Background: an optimization exercise with open tools, aiming at a short achievable clock period and few clock cycles. Do not read the settings as production practice.
Only simulation tests tie the RTL to the original design; equivalence was not proved.
No activity file was given, so power comes from the tool's default toggle rates.

== the baseline ==
==> flow/design.v <==
`timescale 1ns/1ps
`default_nettype none
module cpuCore (
    input  wire         clk,
    input  wire         arstN,
    output logic [31:0] imemAddr,
    input  wire  [31:0] imemData,
    output logic [31:0] dmemAddr,
    output logic [31:0] dmemWdata,
    output logic        dmemRe,
    output logic        dmemWe,
    input  wire  [31:0] dmemRdata,
    output logic        halted
);
    logic [31:0] pc;
    logic        halting;
    logic [31:0] rf [1:31];
    logic [31:0] xA, xB, xBx, xS;
    logic [15:0] xLo, xPcHi, xHiP1, xHiM1;
    logic [31:0] xAlt;
    logic        xCross, xDown;
    logic        xFwdSL, xFwdLA, xFwdLB, xFwdBM, xFwdSM;
    logic        xAnd, xOr, xSlt, xArith, xCin, xAddi;
    logic [31:0] xNegI;
    logic [4:0]  xDst;
    logic        xWr, xLoad, xStore, xBr, xFix, xHalt;
    logic [31:0] mRes, mSt;
    logic [4:0]  mDst;
    logic        mWr, mLoad, mStore;
    logic [31:1] mWe;
    wire [31:0] ins = imemData;
    wire [5:0]  op  = ins[31:26];
    wire [5:0]  fn  = ins[5:0];
    wire [4:0]  rsI = ins[25:21];
    wire [4:0]  rtI = ins[20:16];
    wire [4:0]  rdI = ins[15:11];
    wire [31:0] immExt = {{16{ins[15]}}, ins[15:0]};
    wire isHaltW = &ins;
    wire isR     = (op == 6'd0);
    wire rAdd    = isR & (fn == 6'd32);
    wire rSub    = isR & (fn == 6'd34);
    wire rAnd    = isR & (fn == 6'd36);
    wire rOr     = isR & (fn == 6'd37);
    wire rSlt    = isR & (fn == 6'd42);
    wire rValid  = rAdd | rSub | rAnd | rOr | rSlt;
    wire isJ     = (op == 6'd2);
    wire isBeq   = (op == 6'd4);
    wire isAddi  = (op == 6'd8);
    wire isLw    = (op == 6'd35);
    wire isSw    = (op == 6'd43);
    wire beqSame = isBeq & (rsI == rtI);
    wire beqCond = isBeq & ~beqSame;
    wire immOp   = isAddi | isLw | isSw;
    wire [4:0] dst   = rValid ? rdI : rtI;
    wire       wr    = (rValid | isAddi | isLw) & (dst != 5'd0);
    wire       rArith = rAdd | rSub | rSlt;
    wire       subF   = rSub | rSlt;
    wire hitXs = xWr & (xDst == rsI);
    wire hitXt = xWr & (xDst == rtI);
    wire loadUse = xLoad & (((rArith | immOp) & hitXs) | (rArith & hitXt));
    logic sumZero;
    wire xAddW = xWr & xAddi;
    wire beqZ  = beqCond & xAddW &
                 (((rsI == 5'd0) & (xDst == rtI)) | ((rtI == 5'd0) & (xDst == rsI)));
    wire beqX  = beqCond & ~beqZ;
    wire takenF = beqSame | (beqZ & sumZero);
    wire [31:0] mVal = mLoad ? dmemRdata : mRes;
    wire [31:0] rsRf = (rsI == 5'd0) ? 32'd0 : rf[rsI];
    wire [31:0] rtRf = (rtI == 5'd0) ? 32'd0 : rf[rtI];
    wire        bypS = mWr & (mDst == rsI);
    wire        bypT = mWr & (mDst == rtI);
    wire [31:0] pcInc = pc + 32'd1;
    wire [16:0] tgtLo = {1'b0, pc[15:0]} + {1'b0, ins[15:0]} + 17'd1;
    wire        tgtCross = tgtLo[16] ^ ins[15];
    wire [31:0] tgtF  = {pc[31:16], tgtLo[15:0]};
    logic mispredict;
    logic [31:0] res;
    logic [31:0] nextA, nextB, nextBx, nextS;
    wire fire = ~mispredict & ~halting & ~loadUse;
    wire hold   = halting | loadUse | isHaltW;
    wire selJ   = ~hold & isJ;
    wire selT   = ~hold & ~isJ & takenF;
    wire selInc = ~hold & ~isJ & ~takenF;
    wire [31:0] pcF = ({32{hold}} & pc) | ({32{selJ}} & {6'd0, ins[25:0]}) |
                      ({32{selT}} & tgtF) | ({32{selInc}} & pcInc);
    wire [31:0] pcNext = mispredict ? xAlt : pcF;
    assign imemAddr = pc;
    always_ff @(posedge clk or negedge arstN) begin
        if (!arstN) begin
            pc      <= 32'd0;
            halting <= 1'b0;
        end else begin
            pc <= pcNext;
            if (fire & isHaltW)
                halting <= 1'b1;
        end
    end
    always_ff @(posedge clk) begin
        xA     <= nextA;
        xB     <= nextB;
        xBx    <= nextBx;
        xCin   <= subF;
        xAddi  <= isAddi;
        xNegI  <= 32'd0 - immExt;
        xArith <= rAdd | rSub | immOp;
        xS     <= nextS;
        xFwdSL <= hitXt & xLoad;
        xFwdBM <= fB & (xArith | xSlt);
        xFwdSM <= fS & (xArith | xSlt);
        xFwdLA <= hitXs & xLoad;
        xFwdLB <= hitXt & xLoad & ~immOp;
        xLo    <= tgtLo[15:0];
        xPcHi  <= pc[31:16];
        xHiP1  <= pc[31:16] + 16'd1;
        xHiM1  <= pc[31:16] - 16'd1;
        xCross <= tgtCross;
        xDown  <= ins[15];
        xAnd   <= rAnd;
        xOr    <= rOr;
        xSlt   <= rSlt;
        xDst   <= dst;
    end
    always_ff @(posedge clk or negedge arstN) begin
        if (!arstN) begin
            xWr <= 1'b0; xLoad <= 1'b0; xStore <= 1'b0; xBr <= 1'b0; xFix <= 1'b0;
            xHalt <= 1'b0;
        end else begin
            xWr    <= fire & wr;
            xLoad  <= fire & isLw;
            xStore <= fire & isSw;
            xBr    <= fire & beqX;
            xFix   <= fire & takenF & tgtCross;
            xHalt  <= fire & isHaltW;
        end
    end
    wire [32:0] addW = {xA, 1'b1} + {xBx, xCin};
    wire [31:0] t    = addW[32:1];
    assign sumZero = (xA == xNegI);
    wire [31:0] bTrue = xFwdBM ? mRes : xB;
    wire        lt   = (xA[31] ^ bTrue[31]) ? xA[31] : t[31];
    wire [31:0] lA = xFwdLA ? dmemRdata : xA;
    wire [31:0] lB = xFwdLB ? dmemRdata : bTrue;
    assign res = ({32{xArith}} & t) |
                 ({32{xAnd}} & (lA & lB)) | ({32{xOr}} & (lA | lB)) |
                 {31'd0, xSlt & lt};
    wire        eqR = (xA == bTrue);
    wire        eqL = (dmemRdata == (xFwdLA ? bTrue : xA));
    wire        eq  = (xFwdLA | xFwdLB) ? eqL : eqR;
    assign mispredict = (xBr & eq) | xFix;
    wire [15:0] altHi = ~xCross ? xPcHi : (xDown ? xHiM1 : xHiP1);
    assign xAlt = {altHi, xLo};
    wire [31:0] st = xFwdSL ? dmemRdata : (xFwdSM ? mRes : xS);
    wire        fA = hitXs;
    wire        fB = hitXt & ~immOp;
    wire        fS = hitXt;
    wire [31:0] logicRes = ({32{xAnd}} & (lA & lB)) | ({32{xOr}} & (lA | lB));
    wire        selArf = ~fA & ~bypS;
    wire        selBrf = ~immOp & ~fB & ~bypT;
    wire        selSrf = ~fS & ~bypT;
    wire [31:0] othA   = fA ? logicRes : ({32{bypS}} & mVal);
    wire [31:0] othB   = immOp ? immExt : (fB ? logicRes : ({32{bypT}} & mVal));
    wire [31:0] othS   = fS ? logicRes : ({32{bypT}} & mVal);
    wire [31:0] earlyA = ({32{selArf}} & rsRf) | othA;
    wire [31:0] earlyB = ({32{selBrf}} & rtRf) | othB;
    wire [31:0] earlyS = ({32{selSrf}} & rtRf) | othS;
    wire        tA = fA & xArith;
    wire        tB = fB & xArith;
    wire [31:0] eA = {earlyA[31:1], earlyA[0] | (fA & xSlt & lt)};
    wire [31:0] eB = {earlyB[31:1], earlyB[0] | (fB & xSlt & lt)};
    assign nextA  = ({32{tA}} & t) | eA;
    assign nextB  = earlyB;
    wire [31:0] invF  = {32{subF}};
    wire [31:0] othBx = {othB[31:1], othB[0] | (fB & xSlt & lt)} ^ invF;
    assign nextBx = ({32{tB}} & (t ^ invF)) |
                    ({32{~tB & selBrf}} & (rtRf ^ invF)) |
                    ({32{~tB & ~selBrf}} & othBx);
    assign nextS  = earlyS;
    always_ff @(posedge clk) begin
        mRes <= res;
        mSt  <= st;
        mDst <= xDst;
    end
    always_ff @(posedge clk or negedge arstN) begin
        if (!arstN) begin
            mWr <= 1'b0; mLoad <= 1'b0; mStore <= 1'b0;
            mWe <= '0;
            halted <= 1'b0;
        end else begin
            mWr    <= xWr;
            mLoad  <= xLoad;
            mStore <= xStore;
            for (int i = 1; i < 32; i++)
                mWe[i] <= xWr & (xDst == 5'(i));
            if (xHalt)
                halted <= 1'b1;
        end
    end
    assign dmemAddr  = mRes;
    assign dmemWdata = mSt;
    assign dmemRe    = mLoad;
    assign dmemWe    = mStore;
    always_ff @(posedge clk or negedge arstN) begin
        if (!arstN) begin
            for (int i = 1; i < 32; i++)
                rf[i] <= '0;
        end else begin
            for (int i = 1; i < 32; i++)
                if (mWe[i])
                    rf[i] <= mVal;
        end
    end
endmodule
`default_nettype wire
make LEC_CHECK=0 CAP_MARGIN=20 CORE_MARGIN=2 CORE_UTILIZATION=40 SETUP_SLACK_MARGIN=3.4 SLEW_MARGIN=20 TNS_END_PERCENT=100 finish   # period 6.0 ns
run.sh (not shown) runs the stock make flow with config.mk's settings and CLKGATE_MAP_FILE= SYNTH_SCRIPT=/design/flow/synth_recipe.tcl, a recipe that flattens the netlist after the stock synthesis.
Testbench counts of the baseline, summed over its fixed seeds: cycles 28,070.
> inputs changed (the baseline -> the candidate)
-- flow/design.v --
<<< the baseline, line 68
    wire [31:0] rsRf = (rsI == 5'd0) ? 32'd0 : rf[rsI];
    wire [31:0] rtRf = (rtI == 5'd0) ? 32'd0 : rf[rtI];
    wire        bypS = mWr & (mDst == rsI);
    wire        bypT = mWr & (mDst == rtI);
    wire [31:0] pcInc = pc + 32'd1;
    wire [16:0] tgtLo = {1'b0, pc[15:0]} + {1'b0, ins[15:0]} + 17'd1;
>>> the candidate, line 68
    wire [31:0] rsRf = (rsI == 5'd0) ? 32'd0 : rf[rsI];
    wire [31:0] rtRf = (rtI == 5'd0) ? 32'd0 : rf[rtI];
    wire [31:0] rsV  = (mWr & (mDst == rsI)) ? mVal : rsRf;
    wire [31:0] rtV  = (mWr & (mDst == rtI)) ? mVal : rtRf;
    wire [31:0] pcInc = pc + 32'd1;
    wire [16:0] tgtLo = {1'b0, pc[15:0]} + {1'b0, ins[15:0]} + 17'd1;
<<< the baseline, line 155
    wire        fS = hitXt;
    wire [31:0] logicRes = ({32{xAnd}} & (lA & lB)) | ({32{xOr}} & (lA | lB));
    wire        selArf = ~fA & ~bypS;
    wire        selBrf = ~immOp & ~fB & ~bypT;
    wire        selSrf = ~fS & ~bypT;
    wire [31:0] othA   = fA ? logicRes : ({32{bypS}} & mVal);
    wire [31:0] othB   = immOp ? immExt : (fB ? logicRes : ({32{bypT}} & mVal));
    wire [31:0] othS   = fS ? logicRes : ({32{bypT}} & mVal);
    wire [31:0] earlyA = ({32{selArf}} & rsRf) | othA;
    wire [31:0] earlyB = ({32{selBrf}} & rtRf) | othB;
    wire [31:0] earlyS = ({32{selSrf}} & rtRf) | othS;
    wire        tA = fA & xArith;
    wire        tB = fB & xArith;
>>> the candidate, line 155
    wire        fS = hitXt;
    wire [31:0] logicRes = ({32{xAnd}} & (lA & lB)) | ({32{xOr}} & (lA | lB));
    wire [31:0] earlyA = fA ? logicRes : rsV;
    wire [31:0] earlyB = immOp ? immExt : (fB ? logicRes : rtV);
    wire [31:0] earlyS = fS ? logicRes : rtV;
    wire        tA = fA & xArith;
    wire        tB = fB & xArith;
<<< the baseline, line 170
    assign nextA  = ({32{tA}} & t) | eA;
    assign nextB  = earlyB;
    wire [31:0] invF  = {32{subF}};
    wire [31:0] othBx = {othB[31:1], othB[0] | (fB & xSlt & lt)} ^ invF;
    assign nextBx = ({32{tB}} & (t ^ invF)) |
                    ({32{~tB & selBrf}} & (rtRf ^ invF)) |
                    ({32{~tB & ~selBrf}} & othBx);
    assign nextS  = earlyS;
    always_ff @(posedge clk) begin
>>> the candidate, line 164
    assign nextA  = ({32{tA}} & t) | eA;
    assign nextB  = earlyB;
    assign nextBx = ({32{tB}} & (t ^ {32{subF}})) | ({32{~tB}} & (eB ^ {32{subF}}));
    assign nextS  = earlyS;
    always_ff @(posedge clk) begin
### Flow results
The candidate: all stages done; final checks FAILED (max-capacitance violations, max-slew violations).
Between the candidate and the baseline, the difference in fraction of synthesized area in multiplexers is negligible.
The candidate vs the baseline — upper clock frequency limit dropped slightly
Proportion of cell area occupied by registers (the candidate over the baseline): decrease, 1.4 points
Initial standard-cell utilization of the core of the candidate is on par with the baseline.
Changes observed in the candidate relative to the baseline: setup fix buffers added after clock tree synthesis increased by about 30% relative to the old numbers, max-capacitance violation count increased 1, power went down about 0.7%, design area grew by about 4%.
Compared with the baseline, the candidate shows signed area change from the synthesized netlist to the final layout higher by 3.1 points.
The commonest non-fill, non-tap cell in the layout comes out a21oi_1 in one run and nor2_1 in the other, namely in the baseline and the candidate respectively.
Testbench counts of the candidate, summed over its fixed seeds: cycles 28,070.

[re-timing with driven ports]
In the flow no input, the clock included, has a driving cell. The finished layouts below were timed again as built, in two steps.
Step 1: set_driving_cell puts a clkbuf_16 on clk and a buf_2 on each other input, an assumption about the parent block.
Step 2 adds t to the input delays and takes it off the output delays; t is the mean of the earliest and latest rising clock arrival at the registers after step 1. Input paths then give back, and output paths get back, about the clock's delay inside the block.
Slacks: ideal / step 1 / step 2; pairs: ideal / step 1.
run | t, ns | setup WS [ns] | worst hold slack (ns) | worst setup path after step 2
the baseline | 0.919 | 2.563 / 2.548 / 1.630 | 0.362 / 0.362 / 0.362 | input to register
the candidate | 0.933 | 2.531 / 2.358 / 1.425 | 0.359 / 0.359 / 0.359 | input to register
For the candidate, which loses most, drivers alone change the setup slack by -0.173 ns; drivers and shift together by -1.106 ns.
